This is an optimization exercise on Yosys and OpenROAD, whose aim is small area, a short achievable clock period and few clock cycles, not a production implementation.
The RTL was checked by simulation tests, not by an equivalence proof against the original design.
No activity file was given, so power comes from the tool's default toggle rates.

$ cat design/flow/config.mk
export PLATFORM = sky130hd
export DESIGN_NAME = kairo
export DESIGN_NICKNAME = kairo
export VERILOG_FILES = /design/flow/design.v
export SDC_FILE = /design/flow/constraint.sdc
export NUM_CORES = 4
export LEC_CHECK = 0
export CAP_MARGIN = 20
export CORE_MARGIN = 2
export CORE_UTILIZATION = 40
export SLEW_MARGIN = 20
$ cat design/flow/constraint.sdc
create_clock -name core_clock -period 9.0 [get_ports {CLK}]
set_input_delay 1.8000 -clock core_clock [delete_from_list [all_inputs] [get_ports {CLK}]]
set_output_delay 1.8000 -clock core_clock [all_outputs]
set_load 0.01 [all_outputs]
$ cat design/flow/design.v
`default_nettype none
package kairo_pkg;
  typedef logic [31:0] word_t;
  typedef logic [4:0]  reg_num_t;
  typedef logic [15:0] ar_addr_t;
  typedef logic [6:0]  opcode_t;
  typedef logic [2:0]  funct3_t;
  typedef logic [6:0]  funct7_t;
  localparam opcode_t OPC_LUI    = 7'b0110111;
  localparam opcode_t OPC_OP_IMM = 7'b0010011;
  localparam opcode_t OPC_OP     = 7'b0110011;
  localparam opcode_t OPC_BRANCH = 7'b1100011;
  localparam opcode_t OPC_JAL    = 7'b1101111;
  localparam funct3_t F3_ADD = 3'b000;
  localparam funct3_t F3_XOR = 3'b100;
  localparam funct3_t F3_OR  = 3'b110;
  localparam funct3_t F3_AND = 3'b111;
  localparam funct7_t F7_BASE = 7'b0000000;
  localparam funct7_t F7_ALT  = 7'b0100000;
  localparam word_t EBREAK_WORD = 32'h0010_0073;
  localparam logic [29:0] BOOT_WADDR  = 30'h0000_2000;   
  localparam logic [7:0]  AR_REG_PAGE = 8'h10;
endpackage
`default_nettype wire
`default_nettype none
module kairo_run_ctrl (
  input  wire  CLK,
  input  wire  RST_N,
  input  wire  haltreq,
  input  wire  resumereq,
  input  wire  ebreak_retired,
  output logic halt,
  output logic resume,
  output logic running
);
  always_ff @(posedge CLK) begin
    if (!RST_N) begin
      running <= 1'b1;
      halt    <= 1'b0;
      resume  <= 1'b0;
    end else if (running) begin
      if (haltreq || ebreak_retired) begin
        running <= 1'b0;
        halt    <= 1'b1;
      end
    end else if (halt) begin
      if (resumereq) begin
        halt   <= 1'b0;
        resume <= 1'b1;
      end
    end else begin
      if (!resumereq) begin
        resume  <= 1'b0;
        running <= 1'b1;
      end
    end
  end
endmodule
`default_nettype wire
`default_nettype none
module kairo_pc_counter (
  input  wire         CLK,
  input  wire         RST_N,
  input  wire         retire,
  input  wire  [31:2] pc_next,
  output logic [31:2] pc
);
  always_ff @(posedge CLK) begin
    if (!RST_N) begin
      pc <= kairo_pkg::BOOT_WADDR;
    end else if (retire) begin
      pc <= pc_next;
    end
  end
endmodule
`default_nettype wire
`default_nettype none
module kairo_decode (
  input  wire  kairo_pkg::word_t inst,
  output logic                   is_lui,
  output logic                   is_addi,
  output logic                   is_rr,      
  output logic                   is_sub,
  output logic                   is_beq,
  output logic                   is_bne,
  output logic                   is_jal,
  output logic                   is_ebreak,
  output kairo_pkg::word_t       imm_i,
  output kairo_pkg::word_t       imm_u,
  output kairo_pkg::word_t       imm_bj      
);
  kairo_pkg::opcode_t opcode;
  kairo_pkg::funct3_t funct3;
  kairo_pkg::funct7_t funct7;
  assign opcode = inst[6:0];
  assign funct3 = inst[14:12];
  assign funct7 = inst[31:25];
  assign is_lui    = (opcode == kairo_pkg::OPC_LUI);
  assign is_addi   = (opcode == kairo_pkg::OPC_OP_IMM) && (funct3 == kairo_pkg::F3_ADD);
  assign is_rr     = (opcode == kairo_pkg::OPC_OP) && (funct7 == kairo_pkg::F7_BASE) &&
                     ((funct3 == kairo_pkg::F3_ADD) || (funct3 == kairo_pkg::F3_XOR) ||
                      (funct3 == kairo_pkg::F3_OR)  || (funct3 == kairo_pkg::F3_AND));
  assign is_sub    = (opcode == kairo_pkg::OPC_OP) && (funct7 == kairo_pkg::F7_ALT) &&
                     (funct3 == kairo_pkg::F3_ADD);
  assign is_beq    = (opcode == kairo_pkg::OPC_BRANCH) && (funct3 == 3'b000);
  assign is_bne    = (opcode == kairo_pkg::OPC_BRANCH) && (funct3 == 3'b001);
  assign is_jal    = (opcode == kairo_pkg::OPC_JAL);
  assign is_ebreak = (inst == kairo_pkg::EBREAK_WORD);
  assign imm_i  = {{20{inst[31]}}, inst[31:20]};
  assign imm_u  = {inst[31:12], 12'b0};
  assign imm_bj = opcode[3] ?
                  {{11{inst[31]}}, inst[31], inst[19:12], inst[20], inst[30:21], 1'b0} :
                  {{19{inst[31]}}, inst[31], inst[7], inst[30:25], inst[11:8], 1'b0};
endmodule
`default_nettype wire
`default_nettype none
module kairo_exec (
  input  wire  [31:2]            pc,
  input  wire  kairo_pkg::word_t rs1,
  input  wire  kairo_pkg::word_t rs2,
  input  wire  kairo_pkg::funct3_t funct3,
  input  wire                    is_lui,
  input  wire                    is_addi,
  input  wire                    is_rr,
  input  wire                    is_sub,
  input  wire                    is_beq,
  input  wire                    is_bne,
  input  wire                    is_jal,
  input  wire  kairo_pkg::word_t imm_i,
  input  wire  kairo_pkg::word_t imm_u,
  input  wire  kairo_pkg::word_t imm_bj,
  output logic                   has_rd,
  output kairo_pkg::word_t       result,
  output logic [31:2]            pc_next
);
  logic [31:2]      pc_plus;
  logic [31:2]      target;
  kairo_pkg::word_t opb;
  kairo_pkg::word_t sum;
  kairo_pkg::word_t logic_res;
  logic             eq;
  logic             taken;
  logic             is_arith;
  assign pc_plus = pc + 30'd1;
  assign target  = pc + imm_bj[31:2];
  assign opb = is_addi ? imm_i : (is_sub ? ~rs2 : rs2);
  kairo_add u_add (
    .a   (rs1),
    .b   (opb),
    .cin (is_sub),
    .s   (sum)
  );
  always_comb begin
    case (funct3[1:0])
      2'b11:   logic_res = rs1 & rs2;
      2'b10:   logic_res = rs1 | rs2;
      default: logic_res = rs1 ^ rs2;
    endcase
  end
  assign is_arith = is_addi | is_sub | (is_rr & ~funct3[2]);
  always_comb begin
    result = '0;
    if (is_arith)                result = sum;
    else if (is_rr)              result = logic_res;
    else if (is_lui)             result = imm_u;
    else if (is_jal)             result = {pc_plus, 2'b00};
  end
  assign has_rd = is_lui | is_addi | is_rr | is_sub | is_jal;
  assign eq      = (rs1 == rs2);
  assign taken   = is_jal | (is_beq & eq) | (is_bne & ~eq);
  assign pc_next = taken ? target : pc_plus;
endmodule
module kairo_add (
  input  wire  [31:0] a,
  input  wire  [31:0] b,
  input  wire         cin,
  output logic [31:0] s
);
  logic [31:0] p;
  logic [31:0] g [0:5];
  logic [31:0] t [0:5];
  assign p    = a ^ b;
  assign g[0] = (a & b) | {31'b0, p[0] & cin};
  assign t[0] = p;
  for (genvar l = 0; l < 5; l++) begin : g_lvl
    for (genvar i = 0; i < 32; i++) begin : g_bit
      if ((i >> l) & 1) begin : g_op
        localparam int J = ((i >> l) << l) - 1;
        assign g[l+1][i] = g[l][i] | (t[l][i] & g[l][J]);
        assign t[l+1][i] = t[l][i] & t[l][J];
      end else begin : g_pass
        assign g[l+1][i] = g[l][i];
        assign t[l+1][i] = t[l][i];
      end
    end
  end
  assign s = p ^ {g[5][30:0], cin};
endmodule
`default_nettype wire
`default_nettype none
module kairo_regfile (
  input  wire                      CLK,
  input  wire                      RST_N,
  input  wire                      we,
  input  wire  kairo_pkg::reg_num_t waddr,
  input  wire  kairo_pkg::word_t    wdata,
  input  wire  kairo_pkg::reg_num_t raddr_a,
  input  wire  kairo_pkg::reg_num_t raddr_b,
  output kairo_pkg::word_t          rdata_a,
  output kairo_pkg::word_t          rdata_b
);
  kairo_pkg::word_t regs [1:31];
  logic [31:1]      valid;
  logic [31:1]      wsel;
  logic [31:1]      sel_a;
  logic [31:1]      sel_b;
  always_comb begin
    for (int i = 1; i < 32; i++) begin
      wsel[i]  = we && (waddr == 5'(i));
      sel_a[i] = valid[i] && (raddr_a == 5'(i));
      sel_b[i] = valid[i] && (raddr_b == 5'(i));
    end
  end
  always_ff @(posedge CLK) begin
    if (!RST_N) begin
      valid <= '0;
    end else begin
      valid <= valid | wsel;
    end
  end
  always_ff @(posedge CLK) begin
    for (int i = 1; i < 32; i++) begin
      if (wsel[i]) begin
        regs[i] <= wdata;
      end
    end
  end
  always_comb begin
    rdata_a = '0;
    rdata_b = '0;
    for (int i = 1; i < 32; i++) begin
      rdata_a = rdata_a | ({32{sel_a[i]}} & regs[i]);
      rdata_b = rdata_b | ({32{sel_b[i]}} & regs[i]);
    end
  end
endmodule
`default_nettype wire
`default_nettype none
module kairo (
  input  wire                CLK,
  input  wire                RST_N,
  output logic               i_mem_valid,
  output kairo_pkg::word_t   i_mem_addr,
  input  wire                i_mem_ready,
  input  wire  kairo_pkg::word_t i_mem_rdata,
  input  wire                haltreq,
  input  wire                resumereq,
  output logic               halt,
  output logic               resume,
  output logic               running,
  input  wire                ar_en,
  input  wire                ar_wr,
  input  wire  kairo_pkg::ar_addr_t ar_ad,
  input  wire  kairo_pkg::word_t    ar_di,
  output kairo_pkg::word_t   ar_do
);
  logic                retire;
  logic [31:2]         pc;
  logic [31:2]         pc_next;
  kairo_pkg::word_t    rs1;
  kairo_pkg::word_t    rs2;
  kairo_pkg::word_t    result;
  logic                has_rd;
  logic                dbg_hit;
  logic                rf_we;
  kairo_pkg::reg_num_t rf_waddr;
  kairo_pkg::word_t    rf_wdata;
  kairo_pkg::reg_num_t rf_raddr_a;
  logic             is_lui, is_addi, is_rr, is_sub, is_beq, is_bne, is_jal, is_ebreak;
  kairo_pkg::word_t imm_i, imm_u, imm_bj;
  kairo_run_ctrl u_run_ctrl (
    .CLK            (CLK),
    .RST_N          (RST_N),
    .haltreq        (haltreq),
    .resumereq      (resumereq),
    .ebreak_retired (retire & is_ebreak),
    .halt           (halt),
    .resume         (resume),
    .running        (running)
  );
  kairo_pc_counter u_pc_counter (
    .CLK     (CLK),
    .RST_N   (RST_N),
    .retire  (retire),
    .pc_next (pc_next),
    .pc      (pc)
  );
  assign i_mem_valid = running;
  assign i_mem_addr  = {pc, 2'b00};
  assign retire      = running & i_mem_ready;
  kairo_decode u_decode (
    .inst      (i_mem_rdata),
    .is_lui    (is_lui),
    .is_addi   (is_addi),
    .is_rr     (is_rr),
    .is_sub    (is_sub),
    .is_beq    (is_beq),
    .is_bne    (is_bne),
    .is_jal    (is_jal),
    .is_ebreak (is_ebreak),
    .imm_i     (imm_i),
    .imm_u     (imm_u),
    .imm_bj    (imm_bj)
  );
  assign dbg_hit    = halt & ar_en & (ar_ad[15:8] == kairo_pkg::AR_REG_PAGE);
  assign rf_we      = (retire & has_rd) | (dbg_hit & ar_wr);
  assign rf_waddr   = halt ? ar_ad[4:0] : i_mem_rdata[11:7];
  assign rf_wdata   = halt ? ar_di : result;
  assign rf_raddr_a = halt ? ar_ad[4:0] : i_mem_rdata[19:15];
  kairo_regfile u_regfile (
    .CLK     (CLK),
    .RST_N   (RST_N),
    .we      (rf_we),
    .waddr   (rf_waddr),
    .wdata   (rf_wdata),
    .raddr_a (rf_raddr_a),
    .raddr_b (i_mem_rdata[24:20]),
    .rdata_a (rs1),
    .rdata_b (rs2)
  );
  assign ar_do = dbg_hit ? rs1 : '0;
  kairo_exec u_exec (
    .pc      (pc),
    .rs1     (rs1),
    .rs2     (rs2),
    .funct3  (i_mem_rdata[14:12]),
    .is_lui  (is_lui),
    .is_addi (is_addi),
    .is_rr   (is_rr),
    .is_sub  (is_sub),
    .is_beq  (is_beq),
    .is_bne  (is_bne),
    .is_jal  (is_jal),
    .imm_i   (imm_i),
    .imm_u   (imm_u),
    .imm_bj  (imm_bj),
    .has_rd  (has_rd),
    .result  (result),
    .pc_next (pc_next)
  );
endmodule
`default_nettype wire
$ cat design/flow/run.sh
#!/bin/bash
# synth_recipe.tcl (not shown) runs the flow's synth.tcl, then flattens the netlist and writes it again
# the make line also repeats each setting of config.mk as NAME=value (left out here)
make -C /OpenROAD-flow-scripts/flow DESIGN_CONFIG=/design/flow/config.mk WORK_HOME=/design/flow/orfs CLKGATE_MAP_FILE= SYNTH_SCRIPT=/design/flow/synth_recipe.tcl finish
==> impl_summary.log, run 1 <==
INFO  metric rsz_0062_raised_after_global_routing = false
INFO  metric ir_drop = 0.149 mV
INFO  metric worst_pin_slew = 1.35 ns
INFO  metric antenna_violating_nets_post_route = 0
INFO  metric number_of_flops_mapped_to_enable_cells_by_yosys = 992
INFO  metric regArea = 0.0311 sq mm
INFO  metric post_synth_main_area_contributors = edfxtp_1 (59%), a22oi_1 (4.2%), a221oi_1 (4.1%)
INFO  metric area_delta_synth_final = 16.8%
INFO  metric initialDrtViolationCount = 10,600
INFO  metric cts.path.max_buffers = 3
INFO  metric type_of_origin_of_the_critical_path = input port
INFO  metric postRouteWirelength = 250,000 um
INFO  metric cts_buffers = 107
INFO  metric timing.critical_path.slowest_stage_cell = o21ai_1
INFO  metric place_congestion = 1.02
INFO  metric placed_instances = 5,673
INFO  metric layout_skew = 0.0293 ns
INFO  metric place_area = 0.0559 sq mm
INFO  metric final.period_utilization = 0.919
INFO  metric htree_num_levels = 3
INFO  metric final-instance-count-excl-fill = 5,871
INFO  metric total_number_of_clock_tree_sinks = 1,056
INFO  metric drc = 0
INFO  metric detail_route.vias_per_cell = 7.58
INFO  metric final.fill_count = 11,100
INFO  metric netlist_instances = 3,965
INFO  metric post_cts_buffers = 0
INFO  metric chipHeight = 361 um
INFO  metric die_area = 0.130 sq mm
INFO  metric largest_area_contributor_in_the_synthesized_netlist = edfxtp_1
INFO  metric grt.overflow.total = 0
INFO  metric start_util = 0.404
INFO  metric drv.max_cap_violation_count = 0
INFO  metric layout_setup_ws = 0.731 ns
INFO  metric clock.fmax = 121 MHz
INFO  metric post_synthesis_area_per_instance = 12.8 sq um
INFO  metric postSynth.asyncResetShare = 0
INFO  metric clkLatencyLatePin = 0.73 ns
INFO  metric detail_route.first_pass.iterations = 14
INFO  metric static-leakage-power = 19.5 nW
INFO  metric clock_tree_from_tritoncts = built
INFO  metric dieWidth = 361 um
INFO  metric final-max-slew-violation-count = 0
INFO  metric postCtsHoldBufs = 0
INFO  metric layout-drive-gt1-share = 0.136
INFO  metric grt_max_degree = 70
INFO  metric final-setup-viol-count = 0
INFO  metric min_path_type = register to register
INFO  metric via_count = 44,500
INFO  metric path_clk_slew = 0.06 ns
INFO  metric power_density = 174 mW/mm^2
INFO  metric synth-seq-area-share = 0.611
INFO  metric dpl_worst_slack = 0.190 ns
INFO  metric synth.yosys.warnings = 8
INFO  metric cts_resized = 0
INFO  metric hpwl_after_detailed_placement = 147,000 um
INFO  metric crit_required = 7.20 ns
INFO  metric synth-seq-cells = 1,056
INFO  metric grt_pass1_wl = 336,000 um
INFO  metric final_hold_viol_count = 0
INFO  metric place.port_buffers = 149
INFO  metric synth_top_area_share = 0.586
INFO  metric multi_input_comb_area = 0.0185 sq mm
INFO  metric critical_path.endpoint_type = output port
INFO  metric criticalPathCategory = input port to output port
INFO  metric cp_data_arrival_time = 6.47 ns
INFO  metric design.portCount = 155
INFO  metric timing.final.crit_period = 8.27 ns
INFO  metric worst_slew_margin_rel = 0.0952
INFO  metric yosysUniqueCellTypes = 86
INFO  metric core-area = 0.126 sq mm
INFO  metric via_count_of_the_first_global_routing_pass = 41,400
INFO  metric synth_ff_type = edfxtp_1
INFO  metric critical_path_max_stage_delay = 0.84 ns
INFO  metric antenna_found_initial = 3
INFO  metric route.detailed.wl_per_inst = 42.5 um
INFO  metric track_usage = 0.370
INFO  metric critical_path_peak_fanout = 11
INFO  metric setup-tns-final = 0 ns
INFO  metric floorplan.rows = 130
INFO  metric result_of_the_run = complete, no violations
INFO  metric clock-root-buffer = clkbuf_16
INFO  metric crit_path_cell_trace = clkdlybuf4s50_1 -> nand2b_1 -> o21ai_1 -> and3_2 -> buf_4 -> a22o_1 -> a221oi_1 -> nand4_1 -> nor2_1 -> nand4_1 -> nor2b_1 -> clkdlybuf4s50_1
INFO  metric final_net_count = 4,349
INFO  metric design_area = 0.0594 sq mm
INFO  metric synth.cell_area = 0.0509 sq mm
-- stage by stage --
stage / hold slack, ns / power, mW / util
floorplan: 0.446 / 5.70 / -
global placement: 0.460 / 5.90 / 0.443
detailed placement: 0.462 / 5.90 / 0.444
CTS: 0.476 / 10.3 / 0.472
global route: 0.505 / 10.6 / 0.472
finish: 0.479 / 10.4 / 0.472
-- where the power goes --
group | switching [mW] | leakage (nW) | internal [mW] | total, mW
registers | 0.0174 | 9.15 | 5.39 | 5.41
clock network | 2.00 | 1.72 | 2.56 | 4.56
logic | 0.276 | 8.68 | 0.125 | 0.400
-- final timing paths --
check,from,cells after the start,end,slack (ns)
hold / removal,u_regfile.valid[15],1,u_regfile.valid[15],0.48
hold reg to reg,u_regfile.valid[15],1,u_regfile.valid[15],0.48
setup / recovery,i_mem_rdata[15],12,ar_do[19],0.73
setup reg to reg,u_run_ctrl.halt,19,u_regfile.regs[29][29],1.95
-- cell families after synthesis --
kind of cell,synth area share
compound gates,0.213
flops,0.611
simple gates,0.0870
buf+inv,0.0334
fa+ha+maj,0.0330
xor+xnor,0.0128
mux,0.0100
other cells,0.0000737
-- routing by layer --
layer / vias up / global-route usage / part of all wire / routed length, um
li1: 16800 / - / - / -
met1: 21500 / 0.453 / 0.33 / 82400
met2: 4903 / 0.531 / 0.41 / 101000
met3: 1333 / 0.154 / 0.18 / 43700
met4: 8 / 0.250 / 0.089 / 22100
met5: - / 0.0129 / 0.0010 / 261
-- critical path: cells and delay by family --
family / cells / cell delay (ns)
buffers and inverters: 3 / 1.63
AO/OA/AOI/OAI: 3 / 1.04
AND/OR/NAND/NOR: 6 / 1.97
-- cells in the final DEF, fill, tap and decap left out, types with 98 or more instances in the layout --
master / n
edfxtp_1: 992
a22oi_1: 282
a221oi_1: 239
a22o_1: 236
nand2_1: 198
buf_4: 172
a222oi_1: 153
clkdlybuf4s50_1: 145
nand4_1: 137
nor2_1: 132
ha_1: 123
o21ai_0: 119
clkbuf_16: 111
a21oi_1: 102
nand3_1: 98
-- synthesized netlist by cell type (44+ instances only) --
cell and n:
edfxtp_1 992, nand2_1 198, a22oi_1 282, nor2_1 157, a22o_1 236, and3_1 82, clkbuf_1 209, nand3_1 98
buf_2 66, xnor2_1 44, ha_1 123, a221oi_1 240, dfxtp_1 64, nand4_1 137, o21ai_0 134, a21oi_1 110
a222oi_1 153, inv_1 94
-- flip-flops by register name (all words and copies together), names as in the netlist --
register,cells
u_regfile.regs,992
u_regfile.valid,31
u_pc_counter.pc,30
u_run_ctrl.halt,1
u_run_ctrl.resume,1
u_run_ctrl.running,1
-- area by class of cell --
type,instances,share of cell area
diodes,1,0.0000421
clock buffers,127,0.0481
clock inverters,70,0.0114
inverters,99,0.00625
multi-input cells,2495,0.312
flip-flops and latches,1056,0.523
well taps,1650,0.0347
repair buffers,373,0.0644
Testbench counts, summed over its fixed seeds: cycles 14,261.
==> run 2: changes to the inputs <==
--- a/design/flow/design.v
+++ b/design/flow/design.v
@@ -31,2 +31,3 @@
   input  wire  ebreak_retired,
+  input  wire  wb_pending,
   output logic halt,
@@ -41,3 +42,3 @@
     end else if (running) begin
-      if (haltreq || ebreak_retired) begin
+      if (ebreak_retired || (haltreq && !wb_pending)) begin
         running <= 1'b0;
@@ -179,2 +180,3 @@
   logic [31:0] p;
+  logic [31:0] c;
   logic [31:0] g [0:5];
@@ -182,3 +184,3 @@
   assign p    = a ^ b;
-  assign g[0] = (a & b) | {31'b0, p[0] & cin};
+  assign g[0] = a & b;
   assign t[0] = p;
@@ -196,3 +198,4 @@
   end
-  assign s = p ^ {g[5][30:0], cin};
+  assign c = {g[5][30:0] | (t[5][30:0] & {31{cin}}), cin};
+  assign s = p ^ c;
 endmodule
@@ -267,2 +270,7 @@
   logic                retire;
+  logic                wb_valid;
+  kairo_pkg::reg_num_t wb_rd;
+  kairo_pkg::word_t    wb_data;
+  logic                byp_a;
+  logic                byp_b;
   logic [31:2]         pc;
@@ -278,2 +286,4 @@
   kairo_pkg::reg_num_t rf_raddr_a;
+  kairo_pkg::word_t    rf_rdata_a;
+  kairo_pkg::word_t    rf_rdata_b;
   logic             is_lui, is_addi, is_rr, is_sub, is_beq, is_bne, is_jal, is_ebreak;
@@ -286,2 +296,3 @@
     .ebreak_retired (retire & is_ebreak),
+    .wb_pending     (wb_valid),
     .halt           (halt),
@@ -299,3 +310,3 @@
   assign i_mem_addr  = {pc, 2'b00};
-  assign retire      = running & i_mem_ready;
+  assign retire      = running & ~haltreq & i_mem_ready;
   kairo_decode u_decode (
@@ -314,6 +325,19 @@
   );
+  always_ff @(posedge CLK) begin
+    if (!RST_N) begin
+      wb_valid <= 1'b0;
+    end else begin
+      wb_valid <= retire & has_rd & (i_mem_rdata[11:7] != '0);
+    end
+  end
+  always_ff @(posedge CLK) begin
+    wb_rd   <= i_mem_rdata[11:7];
+    wb_data <= result;
+  end
+  assign byp_a = wb_valid & (wb_rd == i_mem_rdata[19:15]);
+  assign byp_b = wb_valid & (wb_rd == i_mem_rdata[24:20]);
   assign dbg_hit    = halt & ar_en & (ar_ad[15:8] == kairo_pkg::AR_REG_PAGE);
-  assign rf_we      = (retire & has_rd) | (dbg_hit & ar_wr);
-  assign rf_waddr   = halt ? ar_ad[4:0] : i_mem_rdata[11:7];
-  assign rf_wdata   = halt ? ar_di : result;
+  assign rf_we      = wb_valid | (dbg_hit & ar_wr);
+  assign rf_waddr   = halt ? ar_ad[4:0] : wb_rd;
+  assign rf_wdata   = halt ? ar_di : wb_data;
   assign rf_raddr_a = halt ? ar_ad[4:0] : i_mem_rdata[19:15];
@@ -327,6 +351,8 @@
     .raddr_b (i_mem_rdata[24:20]),
-    .rdata_a (rs1),
-    .rdata_b (rs2)
+    .rdata_a (rf_rdata_a),
+    .rdata_b (rf_rdata_b)
   );
-  assign ar_do = dbg_hit ? rs1 : '0;
+  assign ar_do = dbg_hit ? rf_rdata_a : '0;
+  assign rs1 = byp_a ? wb_data : rf_rdata_a;
+  assign rs2 = byp_b ? wb_data : rf_rdata_b;
   kairo_exec u_exec (
--- a/design/flow/config.mk
+++ b/design/flow/config.mk
@@ -10,2 +10,4 @@
 export CORE_UTILIZATION = 40
+export SETUP_SLACK_MARGIN = 3.0
 export SLEW_MARGIN = 20
+export TNS_END_PERCENT = 5
==> run 2 against run 1 <==
Effect of this change: non-clock buffer count up 373; critical path depth down 1; sequential power up 3%; critical path type unchanged; synthesized cell count up 5.2%; highest routed layer unchanged; sequential cell count up 38; routed wire length up 15%; total power up 5.7%.
==> impl_summary.log, run 2 <==
INFO  metric core-area = 0.131 sq mm (was 0.126 sq mm)
INFO  metric largest_register = u_regfile.regs (unchanged)
INFO  metric chipHeight = 367 um (was 361 um)
INFO  metric largest_area_contributor_in_the_synthesized_netlist = edfxtp_1 (unchanged)
INFO  metric largest_registers = u_regfile.regs (992), wb_data (32), u_regfile.valid (31) (was u_regfile.regs (992), u_regfile.valid (31), u_pc_counter.pc (30))
INFO  metric worst_slew_margin_rel = 0.0680 (was 0.0952)
INFO  metric number_of_flops_mapped_to_enable_cells_by_yosys = 992 (unchanged)
INFO  metric antenna_found_initial = 28 (was 3)
INFO  metric worst_pin_slew = 1.40 ns (was 1.35 ns)
INFO  metric rsz_0062_raised_after_global_routing = true (was false)
INFO  metric most_instantiated_library_cell_after_synthesis = edfxtp_1 (unchanged)
INFO  metric layout_setup_ws = 2.72 ns (was 0.731 ns)
INFO  metric power_frac_clock = 0.456 (was 0.440)
INFO  metric post_synth_main_area_contributors = edfxtp_1 (57%), a22oi_1 (6.8%), dfxtp_1 (3.9%) (was edfxtp_1 (59%), a22oi_1 (4.2%), a221oi_1 (4.1%))
INFO  metric dieWidth = 367 um (was 361 um)
INFO  metric htree_num_levels = 3 (unchanged)
INFO  metric cp_data_arrival_time = 4.48 ns (was 6.47 ns)
INFO  metric synth_ff_type = edfxtp_1 (unchanged)
INFO  metric layout.cells.most_common_list = edfxtp_1 (992), a22oi_1 (467), buf_4 (420), a22o_1 (186), nand2_1 (155) (was edfxtp_1 (992), a22oi_1 (282), a221oi_1 (239), a22o_1 (236), nand2_1 (198))
INFO  metric part_of_the_total_power_dissipated_in_sequential_elements = 0.508 (was 0.522)
INFO  metric total_number_of_clock_tree_sinks = 1,094 (was 1,056)
INFO  metric postCtsHoldBufs = 0 (unchanged)
INFO  metric clkLatencyLatePin = 0.79 ns (was 0.73 ns)
INFO  metric crit_required = 7.20 ns (about the same)
INFO  metric synth.cell_area = 0.0526 sq mm (was 0.0509 sq mm)
INFO  metric yosysUniqueCellTypes = 86 (unchanged)
INFO  metric final.period_utilization = 0.697 (was 0.919)
INFO  metric synth_top_area_share = 0.566 (was 0.586)
INFO  metric synth.yosys.warnings = 9 (was 8)
INFO  metric detail_route.vias_per_cell = 7.60 (was 7.58)
INFO  metric synth-seq-cells = 1,094 (was 1,056)
INFO  metric place_congestion = 1.00 (was 1.02)
INFO  metric route.detailed.wl_per_inst = 43.5 um (was 42.5 um)
INFO  metric synth_top_cells_by_count = edfxtp_1 (992), a22oi_1 (477), clkbuf_1 (237) (was edfxtp_1 (992), a22oi_1 (282), a221oi_1 (240))
INFO  metric combinationalPowerShare = 0.037 (was 0.039)
INFO  metric dpl_worst_slack = 0.790 ns (was 0.190 ns)
INFO  metric ir_drop = 0.180 mV (was 0.149 mV)
INFO  metric global_route.peak_usage_layer = met2 (unchanged)
INFO  metric design.portCount = 155 (unchanged)
INFO  metric place.port_buffers = 149 (unchanged)
INFO  metric critical_path.n_buffers_inverters = 4 (was 3)
INFO  metric layout_skew = 0.0510 ns (was 0.0293 ns)
INFO  metric result_of_the_run = complete, no violations (unchanged)
INFO  metric power_density = 163 mW/mm^2 (was 174 mW/mm^2)
INFO  metric area_delta_synth_final = 27.5% (was 16.8%)
INFO  metric final_hold_viol_count = 0 (unchanged)
INFO  metric final_net_count = 4,925 (was 4,349)
INFO  metric grt_use_met1 = 0.478 (was 0.453)
INFO  metric die_area = 0.135 sq mm (was 0.130 sq mm)
INFO  metric synth-seq-area-share = 0.605 (was 0.611)
INFO  metric grt.overflow.total = 0 (unchanged)
INFO  metric cts_buffers = 113 (was 107)
INFO  metric internal-power = 8.49 mW (was 8.07 mW)
INFO  metric proportion_of_total_power_due_to_net_switching = 0.225 (was 0.221)
INFO  metric critical-path-top-delay-family = simple AND/OR/NAND/NOR gates (unchanged)
INFO  metric start_util = 0.402 (was 0.404)
INFO  metric static-leakage-power = 23.1 nW (was 19.5 nW)
INFO  metric via_count_of_the_first_global_routing_pass = 45,400 (was 41,400)
INFO  metric post_synthesis_area_per_instance = 12.6 sq um (was 12.8 sq um)
INFO  metric postSynth.asyncResetShare = 0 (unchanged)
INFO  metric final.fill_count = 11,200 (was 11,100)
INFO  metric use_met3 = 0.235 (was 0.154)
INFO  metric critical_path_peak_fanout = 8 (was 11)
INFO  metric final-max-slew-violation-count = 0 (unchanged)
INFO  metric clock-root-buffer = clkbuf_16 (unchanged)
INFO  metric critical_path_max_stage_delay = 0.44 ns (was 0.84 ns)
INFO  metric detail_route.first_pass.iterations = 17 (was 14)
INFO  metric drv.max_cap_violation_count = 0 (unchanged)
INFO  metric criticalPathCategory = input port to output port (unchanged)
INFO  metric hpwl_after_detailed_placement = 166,000 um (was 147,000 um)
INFO  metric place_area = 0.0578 sq mm (was 0.0559 sq mm)
INFO  metric power.total = 11.0 mW (was 10.4 mW)
INFO  metric grt_max_degree = 69 (was 70)
INFO  metric floorplan.rows = 133 (was 130)
INFO  metric layout-drive-gt1-share = 0.270 (was 0.136)
INFO  metric setup-tns-final = 0 ns (unchanged)
INFO  metric critical_path.endpoint_type = output port (unchanged)
INFO  metric timing.final.crit_period = 6.28 ns (was 8.27 ns)
INFO  metric clock.fmax = 159 MHz (was 121 MHz)
INFO  metric initialDrtViolationCount = 12,300 (was 10,600)
INFO  metric track_usage = 0.408 (was 0.370)
INFO  metric netlist_instances = 4,171 (was 3,965)
INFO  metric type_of_origin_of_the_critical_path = input port (unchanged)
INFO  metric grt_pass1_wl = 379,000 um (was 336,000 um)
INFO  metric layout.cells.most_common = edfxtp_1 (unchanged)
INFO  metric via_count = 50,000 (was 44,500)
INFO  metric clock_tree_from_tritoncts = built (unchanged)
INFO  metric design_area = 0.0671 sq mm (was 0.0594 sq mm)
INFO  metric final-setup-viol-count = 0 (unchanged)
INFO  metric crit_path_cell_trace = buf_6 -> or3b_4 -> a21oi_4 -> and3_4 -> buf_4 -> buf_16 -> a22oi_1 -> nand4_1 -> or3_4 -> and2_4 -> dlygate4sd2_1 (was clkdlybuf4s50_1 -> nand2b_1 -> o21ai_1 -> and3_2 -> buf_4 -> a22o_1 -> a221oi_1 -> nand4_1 -> nor2_1 -> nand4_1 -> nor2b_1 -> clkdlybuf4s50_1)
INFO  metric postRouteWirelength = 287,000 um (was 250,000 um)
INFO  metric grtUsageMet2 = 0.552 (was 0.531)
INFO  metric largest_register_ffs = 992 (unchanged)
INFO  metric cts.path.max_buffers = 3 (unchanged)
INFO  metric drc = 0 (unchanged)
INFO  metric antenna_violating_nets_post_route = 0 (unchanged)
INFO  metric path_clk_slew = 0.06 ns (about the same)
INFO  metric switching_power = 2.46 mW (was 2.29 mW)
INFO  metric timing.critical_path.slowest_stage_cell = or3b_4 (was o21ai_1)
INFO  metric min_path_type = register to register (unchanged)
## run 2: cell types whose count changed after synthesis, sizes merged, moves of 26 or more
| cell | before | now |
|---|---|---|
| a221oi | 243 | 196 |
| mux2 | 22 | 79 |
| o21ai | 138 | 112 |
| a22o | 236 | 186 |
| nand3 | 98 | 154 |
| a222oi | 153 | 86 |
| clkbuf | 209 | 237 |
| a22oi | 282 | 477 |
| and2 | 19 | 50 |
| dfxtp | 64 | 102 |
| nand2 | 199 | 164 |
## run 2: per-stage QoR
step	utilization	instances	hold slack (ns)
detailed placement	0.441	6009	0.469
floorplan	-	4172	0.446
CTS	0.501	6491	0.500
finish	0.512	6588	0.510
global route	0.512	6574	0.535
global placement	0.441	6008	0.466
## run 2: final cells by class
type,instances,area (sq um),area share
Antenna cell,25,62.6,0.000932
Tap cell,1755,2200,0.0327
Clock inverter,75,923,0.0138
Sequential cell,1094,31800,0.474
Timing Repair Buffer,746,7600,0.113
Inverter,96,364,0.00542
Clock buffer,137,2950,0.0439
Multi-Input combinational cell,2660,21200,0.316
## run 2: what timing repair did
item | CTS | global route
pin swaps | 167 | 99
gates cloned | 9 | 2
buffers inserted | 261 | 70
setup endpoints to repair | 90 | 85
gates resized for setup | 526 | 149
endpoints found under the hold margin | 0 | 0
## run 2: cells by family (layout without fill, tap and decap cells)
family,after synthesis,count (layout),synth area share
simple gates,950,958,0.0953
fa+ha+maj,127,127,0.0305
buf+inv,426,1054,0.0325
xor+xnor,83,83,0.0138
flops,1094,1094,0.605
compound gates,1387,1387,0.202
mux,103,103,0.0215
other cells,1,27,0.0000712
## run 2: power groups by stage
stage / Clock [mW] / Sequential (mW) / Combinational (mW)
after floorplan: 0 / 5.66 / 0.183
after global placement: 0 / 5.67 / 0.327
after detailed placement: 0 / 5.67 / 0.331
after CTS: 4.95 / 5.56 / 0.378
after global routing: 5.14 / 5.56 / 0.418
final: 4.99 / 5.56 / 0.403
## run 2: final timing paths
| path | cells after the start | to | start | slack (ns) |
|---|---|---|---|---|
| setup / recovery | 11 | ar_do[25] | i_mem_rdata[18] | 2.72 |
| hold / removal | 2 | u_run_ctrl.resume | u_run_ctrl.resume | 0.51 |
| setup reg to reg | 23 | wb_data[30] | u_run_ctrl.halt | 3.08 |
| hold reg to reg | 2 | u_run_ctrl.resume | u_run_ctrl.resume | 0.51 |
## run 2: metal layers
layer	wire length [um]	vias up
met2	110000	5944
met4	27000	44
met5	1930	-
li1	-	18200
met3	54000	1846
met1	93300	24000
## run 2: worst register-to-register path: stages (launching register included)
cell and delay, ns:
dfxtp_4 0.55, buf_6 0.47, o32ai_4 0.18, buf_12 0.17
and3_4 0.23, buf_12 0.15, buf_4 0.17, a222oi_1 0.24
nand3_1 0.11, or4_4 0.65, buf_6 0.18, mux2_4 0.30
ha_4 0.23, a21o_1 0.20, a211oi_2 0.22, nor2_2 0.09
or4_4 0.45, nand3_4 0.10, o21ai_2 0.08, a211oi_2 0.25
nor4b_2 0.08, buf_4 0.16, buf_4 0.12, o31ai_1 0.39
Testbench counts of run 2, summed over its fixed seeds: cycles 14,261.
==> run 3: changes to the inputs <==
==> design/flow/flow/run.sh (new file) <==
#!/bin/bash
# The standard layout (standard synthesis unchanged), with the ports buffered
# by buf_4 cells instead of the delay cells buffer_ports picks by default.
set -euo pipefail
bash standard.sh BUFFER_PORTS_ARGS="-buffer_cell sky130_fd_sc_hd__buf_4" finish > orfs_make.log 2>&1
==> design/flow/standard.sh (new file) <==
#!/bin/bash
# synth_recipe.tcl (not shown) runs the flow's synth.tcl, then flattens the netlist and writes it again
# the make line also repeats each setting of config.mk as NAME=value (left out here)
make -C /OpenROAD-flow-scripts/flow DESIGN_CONFIG=/design/flow/config.mk WORK_HOME=/design/flow/orfs CLKGATE_MAP_FILE= SYNTH_SCRIPT=/design/flow/synth_recipe.tcl "${@:-finish}"
--- a/design/flow/config.mk
+++ b/design/flow/config.mk
@@ -10,2 +10,3 @@
 export CORE_UTILIZATION = 40
+export CTS_BUF_LIST = sky130_fd_sc_hd__clkbuf_8
 export SETUP_SLACK_MARGIN = 3.0
removed: design/flow/run.sh
==> run 3 against run 2 <==
Effect of this change: total power fell by 6.6%; clock-buffer cell count rose by 51; still clean; clock power fell by 14%; core utilization fell by 2.6 points; cell area fell by 5.1%; largest cell class unchanged; via count fell by 0.92%; worst hold slack got worse by 0.0024 ns; sequential share of layout area rose by 2.6 points; global-route usage fell by 0.69 points; first-iteration DRC count rose by 5.6%.
==> impl_summary.log, run 3 <==
INFO  metric dieWidth = 367 um (unchanged)
INFO  metric area_delta_synth_final = 21.0% (was 27.5%)
INFO  metric start_util = 0.402 (unchanged)
INFO  metric synth_top_area_share = 0.566 (unchanged)
INFO  metric power.total = 10.2 mW (was 11.0 mW)
INFO  metric layout_skew = 0.0716 ns (was 0.0510 ns)
INFO  metric total_number_of_clock_tree_sinks = 1,094 (unchanged)
INFO  metric synth.cell_area = 0.0526 sq mm (unchanged)
INFO  metric clock_tree_from_tritoncts = built (unchanged)
INFO  metric critical_path_peak_fanout = 11 (was 8)
INFO  metric grt_max_degree = 70 (was 69)
INFO  metric synth-seq-cells = 1,094 (unchanged)
INFO  metric yosysUniqueCellTypes = 86 (unchanged)
INFO  metric place.port_buffers = 149 (unchanged)
INFO  metric clock-root-buffer = clkbuf_8 (was clkbuf_16)
INFO  metric type_of_origin_of_the_critical_path = input port (unchanged)
INFO  metric most_instantiated_library_cell_after_synthesis = edfxtp_1 (unchanged)
INFO  metric grt_pass1_wl = 371,000 um (was 379,000 um)
INFO  metric synth.yosys.warnings = 9 (unchanged)
INFO  metric final-instance-count-excl-fill = 6,516 (was 6,588)
INFO  metric antenna_violating_nets_post_route = 0 (unchanged)
INFO  metric clock.fmax = 160 MHz (was 159 MHz)
INFO  metric criticalPathCategory = input port to output port (unchanged)
INFO  metric route.detailed.wl_per_inst = 43.0 um (was 43.5 um)
INFO  metric worst_pin_slew = 1.38 ns (was 1.40 ns)
INFO  metric regArea = 0.0318 sq mm (unchanged)
INFO  metric final_net_count = 4,805 (was 4,925)
INFO  metric layout.cells.most_common = edfxtp_1 (unchanged)
INFO  metric path_clk_slew = 0.06 ns (about the same)
INFO  metric worst_slew_margin_rel = 0.0767 (was 0.0680)
INFO  metric cts_buffers = 180 (was 113)
INFO  metric drc = 0 (unchanged)
INFO  metric postCtsHoldBufs = 0 (unchanged)
INFO  metric place_congestion = 0.975 (was 1.00)
INFO  metric synth_top_cells_by_count = edfxtp_1 (992), a22oi_1 (477), clkbuf_1 (237) (unchanged)
INFO  metric core-area = 0.131 sq mm (unchanged)
INFO  metric floorplan.rows = 133 (unchanged)
INFO  metric layout-drive-gt1-share = 0.249 (was 0.270)
INFO  metric power_density = 161 mW/mm^2 (was 163 mW/mm^2)
INFO  metric via_count_of_the_first_global_routing_pass = 44,400 (was 45,400)
INFO  metric final.period_utilization = 0.695 (was 0.697)
INFO  metric place_area = 0.0566 sq mm (was 0.0578 sq mm)
INFO  metric post_synth_main_area_contributors = edfxtp_1 (57%), a22oi_1 (6.8%), dfxtp_1 (3.9%) (unchanged)
INFO  metric final.fill_count = 11,400 (was 11,200)
INFO  metric detail_route.vias_per_cell = 7.61 (was 7.60)
INFO  metric largest_area_contributor_in_the_synthesized_netlist = edfxtp_1 (unchanged)
INFO  metric ir_drop = 0.161 mV (was 0.180 mV)
INFO  metric rsz_0062_raised_after_global_routing = true (unchanged)
INFO  metric setup-tns-final = 0 ns (unchanged)
INFO  metric crit_required = 7.20 ns (about the same)
INFO  metric cts.path.max_buffers = 3 (unchanged)
INFO  metric result_of_the_run = complete, no violations (unchanged)
INFO  metric crit_path_cell_trace = buf_12 -> or3b_4 -> nand2_8 -> buf_12 -> buf_4 -> and3_4 -> a22o_1 -> a221oi_1 -> nand4_1 -> or3_4 -> and2_1 -> buf_4 (was buf_6 -> or3b_4 -> a21oi_4 -> and3_4 -> buf_4 -> buf_16 -> a22oi_1 -> nand4_1 -> or3_4 -> and2_4 -> dlygate4sd2_1)
INFO  metric hpwl_after_detailed_placement = 158,000 um (was 166,000 um)
INFO  metric final-setup-viol-count = 0 (unchanged)
INFO  metric detail_route.first_pass.iterations = 17 (unchanged)
INFO  metric multi_input_comb_area = 0.0207 sq mm (was 0.0212 sq mm)
INFO  metric netlist_instances = 4,171 (unchanged)
INFO  metric largest_registers = u_regfile.regs (992), wb_data (32), u_regfile.valid (31) (unchanged)
INFO  metric timing.final.crit_period = 6.26 ns (was 6.28 ns)
INFO  metric static-leakage-power = 22.0 nW (was 23.1 nW)
INFO  metric final_hold_viol_count = 0 (unchanged)
INFO  metric grt.overflow.total = 0 (unchanged)
INFO  metric die_area = 0.135 sq mm (unchanged)
INFO  metric cp_data_arrival_time = 4.46 ns (was 4.48 ns)
INFO  metric largest_register_ffs = 992 (unchanged)
INFO  metric synth-seq-area-share = 0.605 (unchanged)
INFO  metric postSynth.asyncResetShare = 0 (unchanged)
INFO  metric antenna_found_initial = 45 (was 28)
INFO  metric synth_ff_type = edfxtp_1 (unchanged)
INFO  metric htree_num_levels = 4 (was 3)
INFO  metric postRouteWirelength = 280,000 um (was 287,000 um)
INFO  metric initialDrtViolationCount = 13,000 (was 12,300)
INFO  metric layout.cells.most_common_list = edfxtp_1 (992), a22oi_1 (477), buf_4 (458), clkbuf_8 (188), a22o_1 (186) (was edfxtp_1 (992), a22oi_1 (467), buf_4 (420), a22o_1 (186), nand2_1 (155))
INFO  metric design_area = 0.0637 sq mm (was 0.0671 sq mm)
INFO  metric chipHeight = 367 um (unchanged)
INFO  metric critical_path.endpoint_type = output port (unchanged)
INFO  metric final-max-slew-violation-count = 0 (unchanged)
INFO  metric drv.max_cap_violation_count = 0 (unchanged)
INFO  metric via_count = 49,600 (was 50,000)
INFO  metric timing.critical_path.slowest_stage_cell = or3_4 (was or3b_4)
INFO  metric design.portCount = 155 (unchanged)
INFO  metric critical_path_max_stage_delay = 0.48 ns (was 0.44 ns)
INFO  metric number_of_flops_mapped_to_enable_cells_by_yosys = 992 (unchanged)
INFO  metric placed_instances = 5,927 (was 6,009)
INFO  metric clkLatencyLatePin = 0.95 ns (was 0.79 ns)
INFO  metric post_synthesis_area_per_instance = 12.6 sq um (unchanged)
INFO  metric track_usage = 0.401 (was 0.408)
INFO  metric largest_register = u_regfile.regs (unchanged)
INFO  metric min_path_type = register to register (unchanged)
-- run 3: changes by cell type in the layout (fill, tap and decap cells not counted), moves of 38 or more --
cell,previous run,this run
buf_12,97,59
buf_4,420,458
buf_6,73,27
clkbuf_16,115,2
clkbuf_8,1,188
clkdlybuf4s50_1,99,0
inv_1,58,111
-- run 3: cell type report --
| cell class | count | area share |
|---|---|---|
| Inverter | 96 | 0.00566 |
| Tap cell | 1755 | 0.0345 |
| Multi-Input combinational cell | 2663 | 0.325 |
| Antenna cell | 31 | 0.00122 |
| Sequential cell | 1094 | 0.500 |
| Timing Repair Buffer | 556 | 0.0810 |
| Clock buffer | 188 | 0.0406 |
| Clock inverter | 133 | 0.0123 |
-- run 3: critical path, delay by kind of cell --
kind / cells / cell delay (ns)
simple gates: 6 / 1.53
compound gates: 2 / 0.59
buf+inv: 4 / 0.53
-- run 3: what timing repair did --
| item | in CTS | in global routing |
|---|---|---|
| pin swaps | 91 | 75 |
| resized for setup | 226 | 99 |
| setup endpoints to repair | 87 | 79 |
| endpoints found under the hold margin | 0 | 0 |
| setup buffers | 181 | 43 |
| cloned | 11 | 2 |
-- run 3: cells by family (layout without fill, tap and decap cells) --
group / after synthesis / in the layout / share of synthesized area
DFF: 1094 / 1094 / 0.605
AOI/OAI and AO/OA: 1387 / 1387 / 0.202
xor gates and xnor gates: 83 / 83 / 0.0138
adders and majority gates: 127 / 127 / 0.0305
other: 1 / 33 / 0.0000712
and+or+nand+nor: 950 / 961 / 0.0953
muxes: 103 / 103 / 0.0215
buffers and inverters: 426 / 973 / 0.0325
-- run 3: path summary, 6_finish.rpt --
| path | start | to | slack, ns | cells after the start |
|---|---|---|---|---|
| hold / removal | u_run_ctrl.resume | u_run_ctrl.resume | 0.51 | 2 |
| setup reg to reg | u_run_ctrl.halt | wb_data[22] | 3.32 | 21 |
| hold reg to reg | u_run_ctrl.resume | u_run_ctrl.resume | 0.51 | 2 |
| setup / recovery | i_mem_rdata[18] | ar_do[28] | 2.74 | 12 |
-- run 3: metal layers --
layer / share of wire / global-route usage / up-vias
met1: 0.32 / 0.462 / 23500
met5: 0.0035 / 0.0328 / -
met2: 0.38 / 0.533 / 6116
met3: 0.19 / 0.248 / 1904
li1: - / - / 18000
met4: 0.10 / 0.291 / 38
-- run 3: where the power goes --
group / internal, mW / switching, mW / total, mW / leakage, nW
Sequential: 5.55 / 0.0160 / 5.57 / 9.40
Combinational: 0.126 / 0.266 / 0.392 / 10.7
Clock: 2.10 / 2.18 / 4.28 / 1.91
Total: 7.77 / 2.46 / 10.2 / 22.0
-- run 3: through the flow --
stage | util | worst slack [ns] | hold slack, ns
floorplan | - | 2.90 | 0.446
global placement | 0.431 | 1.08 | 0.462
detailed placement | 0.432 | 1.09 | 0.471
CTS | 0.478 | 2.91 | 0.503
global route | 0.485 | 2.82 | 0.531
finish | 0.486 | 2.74 | 0.508
==> run 4: changes to the inputs <==
--- a/design/flow/design.v
+++ b/design/flow/design.v
@@ -140,2 +140,4 @@
   kairo_pkg::word_t sum;
+  kairo_pkg::word_t pa;       
+  kairo_pkg::word_t ga;       
   kairo_pkg::word_t logic_res;
@@ -151,2 +153,4 @@
     .cin (is_sub),
+    .p   (pa),
+    .g   (ga),
     .s   (sum)
@@ -155,5 +159,5 @@
     case (funct3[1:0])
-      2'b11:   logic_res = rs1 & rs2;
-      2'b10:   logic_res = rs1 | rs2;
-      default: logic_res = rs1 ^ rs2;
+      2'b11:   logic_res = ga;
+      2'b10:   logic_res = pa | ga;
+      default: logic_res = pa;
     endcase
@@ -169,3 +173,3 @@
   assign has_rd = is_lui | is_addi | is_rr | is_sub | is_jal;
-  assign eq      = (rs1 == rs2);
+  assign eq      = ~|pa;
   assign taken   = is_jal | (is_beq & eq) | (is_bne & ~eq);
@@ -177,11 +181,13 @@
   input  wire         cin,
+  output logic [31:0] p,
+  output logic [31:0] g,
   output logic [31:0] s
 );
-  logic [31:0] p;
   logic [31:0] c;
-  logic [31:0] g [0:5];
+  logic [31:0] gl [0:5];
   logic [31:0] t [0:5];
-  assign p    = a ^ b;
-  assign g[0] = a & b;
-  assign t[0] = p;
+  assign p     = a ^ b;
+  assign g     = a & b;
+  assign gl[0] = g;
+  assign t[0]  = p;
   for (genvar l = 0; l < 5; l++) begin : g_lvl
@@ -190,6 +196,6 @@
         localparam int J = ((i >> l) << l) - 1;
-        assign g[l+1][i] = g[l][i] | (t[l][i] & g[l][J]);
+        assign gl[l+1][i] = gl[l][i] | (t[l][i] & gl[l][J]);
         assign t[l+1][i] = t[l][i] & t[l][J];
       end else begin : g_pass
-        assign g[l+1][i] = g[l][i];
+        assign gl[l+1][i] = gl[l][i];
         assign t[l+1][i] = t[l][i];
@@ -198,3 +204,3 @@
   end
-  assign c = {g[5][30:0] | (t[5][30:0] & {31{cin}}), cin};
+  assign c = {gl[5][30:0] | (t[5][30:0] & {31{cin}}), cin};
   assign s = p ^ c;
@@ -215,3 +221,3 @@
   kairo_pkg::word_t regs [1:31];
-  logic [31:1]      valid;
+  kairo_pkg::word_t wdata_rst;
   logic [31:1]      wsel;
@@ -221,14 +227,8 @@
     for (int i = 1; i < 32; i++) begin
-      wsel[i]  = we && (waddr == 5'(i));
-      sel_a[i] = valid[i] && (raddr_a == 5'(i));
-      sel_b[i] = valid[i] && (raddr_b == 5'(i));
-    end
-  end
-  always_ff @(posedge CLK) begin
-    if (!RST_N) begin
-      valid <= '0;
-    end else begin
-      valid <= valid | wsel;
+      wsel[i]  = !RST_N || (we && (waddr == 5'(i)));
+      sel_a[i] = (raddr_a == 5'(i));
+      sel_b[i] = (raddr_b == 5'(i));
     end
   end
+  assign wdata_rst = wdata & {32{RST_N}};
   always_ff @(posedge CLK) begin
@@ -236,3 +236,3 @@
       if (wsel[i]) begin
-        regs[i] <= wdata;
+        regs[i] <= wdata_rst;
       end
==> run 4 against run 3 <==
Effect of this change: clock power shrank 4%; largest cell class unchanged; still clean on timing, DRC and antenna; maximum frequency shrank 0.36%; core utilization grew 0.99 points; critical path depth grew 1; cell area shrank 0.51%; routed wire length shrank 1.3%; clock-buffer cell count shrank 4; register-to-register slack lost 0.15 ns; synthesized cell count grew 1.0%; critical path type unchanged; sequential cell count shrank 31; setup slack lost 0.023 ns.
==> impl_summary.log, run 4 <==
INFO  metric result_of_the_run = complete, no violations (unchanged)
INFO  metric hold_path_startpoint = u_run_ctrl.resume (unchanged)
INFO  metric initialDrtViolationCount = 11,500 (was 13,000)
INFO  metric chipHeight = 363 um (was 367 um)
INFO  metric yosysUniqueCellTypes = 81 (was 86)
INFO  metric place_congestion = 0.985 (was 0.975)
INFO  metric start_util = 0.404 (was 0.402)
INFO  metric static-leakage-power = 23.4 nW (was 22.0 nW)
INFO  metric critical_path_peak_fanout = 8 (was 11)
INFO  metric clkLatencyLatePin = 0.94 ns (was 0.95 ns)
INFO  metric via_count = 48,500 (was 49,600)
INFO  metric route.detailed.wl_per_inst = 42.5 um (was 43.0 um)
INFO  metric critical_path.n_buffers_inverters = 6 (was 4)
INFO  metric synth-seq-cells = 1,063 (was 1,094)
INFO  metric drv.max_cap_violation_count = 0 (unchanged)
INFO  metric cts_buffers = 175 (was 180)
INFO  metric final-max-slew-violation-count = 0 (unchanged)
INFO  metric layout_skew = 0.0430 ns (was 0.0716 ns)
INFO  metric power_density = 188 mW/mm^2 (was 161 mW/mm^2)
INFO  metric place.port_buffers = 149 (unchanged)
INFO  metric layout.cells.most_common = edfxtp_1 (unchanged)
INFO  metric grt_max_degree = 70 (unchanged)
INFO  metric clock.fmax = 159 MHz (was 160 MHz)
INFO  metric floorplan.rows = 131 (was 133)
INFO  metric synth_top_area_share = 0.577 (was 0.566)
INFO  metric timing.critical_path.slowest_stage_cell = or4_4 (was or3_4)
INFO  metric synth_top_cells_by_count = edfxtp_1 (992), a22oi_1 (677), nand2_1 (328) (was edfxtp_1 (992), a22oi_1 (477), clkbuf_1 (237))
INFO  metric via_count_of_the_first_global_routing_pass = 44,500 (was 44,400)
INFO  metric worst_hold_slack = 0.495 ns (was 0.508 ns)
INFO  metric internal-power = 8.37 mW (was 7.77 mW)
INFO  metric number_of_flops_mapped_to_enable_cells_by_yosys = 992 (unchanged)
INFO  metric netlist_instances = 4,213 (was 4,171)
INFO  metric path_clk_slew = 0.06 ns (about the same)
INFO  metric setup-tns-final = 0 ns (unchanged)
INFO  metric hpwl_after_detailed_placement = 156,000 um (was 158,000 um)
INFO  metric final.fill_count = 11,100 (was 11,400)
INFO  metric fin_util = 0.496 (was 0.486)
INFO  metric worst_pin_slew = 1.33 ns (was 1.38 ns)
INFO  metric place_area = 0.0567 sq mm (was 0.0566 sq mm)
INFO  metric most_instantiated_library_cell_after_synthesis = edfxtp_1 (unchanged)
INFO  metric power_frac_clock = 0.346 (was 0.418)
INFO  metric largest_register = u_regfile.regs (unchanged)
INFO  metric part_of_the_total_power_dissipated_in_sequential_elements = 0.494 (was 0.544)
INFO  metric rsz_0062_raised_after_global_routing = true (unchanged)
INFO  metric grt_pass1_wl = 366,000 um (was 371,000 um)
INFO  metric antenna_violating_nets_post_route = 0 (unchanged)
INFO  metric clock-root-buffer = clkbuf_8 (unchanged)
INFO  metric proportion_of_total_power_due_to_net_switching = 0.298 (was 0.241)
INFO  metric design.portCount = 155 (unchanged)
INFO  metric largest_registers = u_regfile.regs (992), wb_data (32), u_pc_counter.pc (30) (was u_regfile.regs (992), wb_data (32), u_regfile.valid (31))
INFO  metric min_path_type = register to register (unchanged)
INFO  metric total_number_of_clock_tree_sinks = 1,063 (was 1,094)
INFO  metric crit_path_cell_trace = buf_8 -> and3_4 -> a31oi_4 -> buf_8 -> buf_12 -> nor2_4 -> buf_6 -> a222oi_1 -> nand3_1 -> or4_4 -> buf_6 -> and2_1 -> buf_4 (was buf_12 -> or3b_4 -> nand2_8 -> buf_12 -> buf_4 -> and3_4 -> a22o_1 -> a221oi_1 -> nand4_1 -> or3_4 -> and2_1 -> buf_4)
INFO  metric detail_route.vias_per_cell = 7.46 (was 7.61)
INFO  metric crit_required = 7.20 ns (about the same)
INFO  metric worst_flop_to_flop_path_startpoint = u_run_ctrl.halt (unchanged)
INFO  metric htree_num_levels = 4 (unchanged)
INFO  metric postSynth.asyncResetShare = 0 (unchanged)
INFO  metric largest_area_contributor_in_the_synthesized_netlist = edfxtp_1 (unchanged)
INFO  metric dpl_worst_slack = 1.08 ns (was 1.09 ns)
INFO  metric ir_drop = 0.126 mV (was 0.161 mV)
INFO  metric drc = 0 (unchanged)
INFO  metric combinationalPowerShare = 0.160 (was 0.038)
INFO  metric track_usage = 0.405 (was 0.401)
INFO  metric crit_start = ar_ad[1] (was i_mem_rdata[18])
INFO  metric synth-seq-area-share = 0.605 (about the same)
INFO  metric cts.path.max_buffers = 3 (unchanged)
INFO  metric worst_slew_margin_rel = 0.109 (was 0.0767)
INFO  metric antenna_found_initial = 23 (was 45)
INFO  metric critical-path-top-delay-family = simple AND/OR/NAND/NOR gates (unchanged)
INFO  metric layout-drive-gt1-share = 0.229 (was 0.249)
INFO  metric core-area = 0.128 sq mm (was 0.131 sq mm)
INFO  metric area_delta_synth_final = 22.8% (was 21.0%)
INFO  metric synth.yosys.warnings = 9 (unchanged)
INFO  metric largest_register_ffs = 992 (unchanged)
INFO  metric layout.cells.most_common_list = edfxtp_1 (992), a22oi_1 (673), buf_4 (460), nand2_1 (319), clkbuf_8 (184) (was edfxtp_1 (992), a22oi_1 (477), buf_4 (458), clkbuf_8 (188), a22o_1 (186))
INFO  metric final_hold_viol_count = 0 (unchanged)
INFO  metric post_synthesis_area_per_instance = 12.2 sq um (was 12.6 sq um)
INFO  metric final-setup-viol-count = 0 (unchanged)
INFO  metric final.period_utilization = 0.698 (was 0.695)
INFO  metric dieWidth = 363 um (was 367 um)
INFO  metric criticalPathCategory = input port to output port (unchanged)
INFO  metric timing.final.crit_period = 6.28 ns (was 6.26 ns)
INFO  metric final_net_count = 4,876 (was 4,805)
INFO  metric post_synth_main_area_contributors = edfxtp_1 (58%), a22oi_1 (9.9%), dfxtp_1 (2.8%) (was edfxtp_1 (57%), a22oi_1 (6.8%), dfxtp_1 (3.9%))
INFO  metric critical_path_max_stage_delay = 0.62 ns (was 0.48 ns)
INFO  metric postCtsHoldBufs = 0 (unchanged)
INFO  metric clock_tree_from_tritoncts = built (unchanged)
INFO  metric die_area = 0.132 sq mm (was 0.135 sq mm)
INFO  metric type_of_origin_of_the_critical_path = input port (unchanged)
INFO  metric detail_route.first_pass.iterations = 13 (was 17)
INFO  metric postRouteWirelength = 277,000 um (was 280,000 um)
INFO  metric cp_data_arrival_time = 4.48 ns (was 4.46 ns)
INFO  metric synth.cell_area = 0.0516 sq mm (was 0.0526 sq mm)
INFO  metric synth_ff_type = edfxtp_1 (unchanged)
INFO  metric layout_setup_ws = 2.72 ns (was 2.74 ns)
INFO  metric design_area = 0.0634 sq mm (was 0.0637 sq mm)
INFO  metric switching_power = 3.55 mW (was 2.46 mW)
INFO  metric grt.overflow.total = 0 (unchanged)
INFO  metric critical_path.endpoint_type = output port (unchanged)
## run 4: metrics by stage
stage	power (mW)	std cells
3_3_place_gp	7.56	5959
4_1_cts	11.7	6452
2_1_floorplan	6.77	4214
3_5_place_dp	7.57	5965
6_report	11.9	6503
5_1_grt	12.1	6497
## run 4: logic make-up (layout without fill, tap and decap cells)
| logic type | Yosys count | count (layout) | share of synthesized area |
|---|---|---|---|
| other | 1 | 13 | 0.0000727 |
| flip-flops | 1063 | 1063 | 0.605 |
| buffers and inverters | 335 | 950 | 0.0252 |
| AND/OR/NAND/NOR | 1052 | 1053 | 0.0979 |
| XOR/XNOR | 80 | 80 | 0.0136 |
| multiplexers | 154 | 154 | 0.0308 |
| adder cells (fa/ha/maj) | 96 | 96 | 0.0236 |
| AO/OA/AOI/OAI | 1432 | 1432 | 0.204 |
## run 4: power by group through the flow
stage | Combinational, mW | Clock, mW | Sequential (mW)
final | 1.90 | 4.12 | 5.89
after global routing | 1.92 | 4.30 | 5.90
after CTS | 1.75 | 4.09 | 5.87
after detailed placement | 1.60 | 0 | 5.97
after global placement | 1.59 | 0 | 5.97
after floorplan | 0.846 | 0 | 5.92
## run 4: final cells by class
type	instances	area, sq um	area share
inverter	35	133	0.00209
timing repair buffer	601	5960	0.0941
clock inverter	130	692	0.0109
tap	1662	2080	0.0328
clock buffer	184	2530	0.0400
sequential	1063	31200	0.493
multi-input combinational	2817	20700	0.327
antenna	11	27.5	0.000434
## run 4: tightest hold or removal path, stage by stage, from the launching register on
cell	delay, ns
dfxtp_1	0.32
o21ai_0	0.07
a21oi_1	0.06
## run 4: repair_timing
action	4_1_cts	5_1_grt
cloned	8	2
hold endpoints to repair	0	0
endpoints found under the setup margin	89	87
pin swaps	81	36
setup buffers	165	37
resized for setup	206	76
## run 4: layer usage
layer / track usage / part of all wire
met1: 0.464 / 0.32
met2: 0.565 / 0.40
met3: 0.221 / 0.18
met4: 0.306 / 0.10
met5: 0.00254 / 0.0011
## run 4: final timing paths
| kind | to | slack, ns | depth (start not counted) |
|---|---|---|---|
| setup / recovery | ar_do[26] | 2.72 | 13 |
| hold / removal | u_run_ctrl.resume | 0.50 | 2 |
| setup reg to reg | u_pc_counter.pc[24] | 3.17 | 22 |
| hold reg to reg | u_run_ctrl.resume | 0.50 | 2 |
Testbench counts of run 4, summed over its fixed seeds: cycles 14,261.

## separate check: timing with driven ports
The flow's constraints put no driver on any port. The routed layouts listed below were extracted and timed again, unchanged, in two steps. Step 1 sets driving cells, clkbuf_16 on the clock port and buf_2 on the other inputs (assumed; they add their load-dependent delay and slew). Step 2 adds t to the input delays and takes it off the output delays; t is the mean of the earliest and latest rising clock arrival at the registers after step 1. Input paths then give back, and output paths get back, about the clock's delay inside the block. Slacks: no drivers / after step 1 / after step 2; pairs: no drivers / after step 1.
run | shift t [ns] | setup WS [ns] | slew at the worst register clock pin (ns)
run 1 | 0.798 | 0.731 / 0.658 / 0.257 | 0.07 / 0.07
run 2 | 0.835 | 2.724 / 2.668 / 2.024 | 0.07 / 0.07
run 3 | 0.992 | 2.743 / 2.688 / 1.831 | 0.07 / 0.07
run 4 | 0.998 | 2.720 / 2.659 / 1.869 | 0.08 / 0.08
After both steps setup and hold are still met in every run listed. For run 3, which loses most, drivers alone change the setup slack by -0.055 ns; drivers and shift together by -0.912 ns.
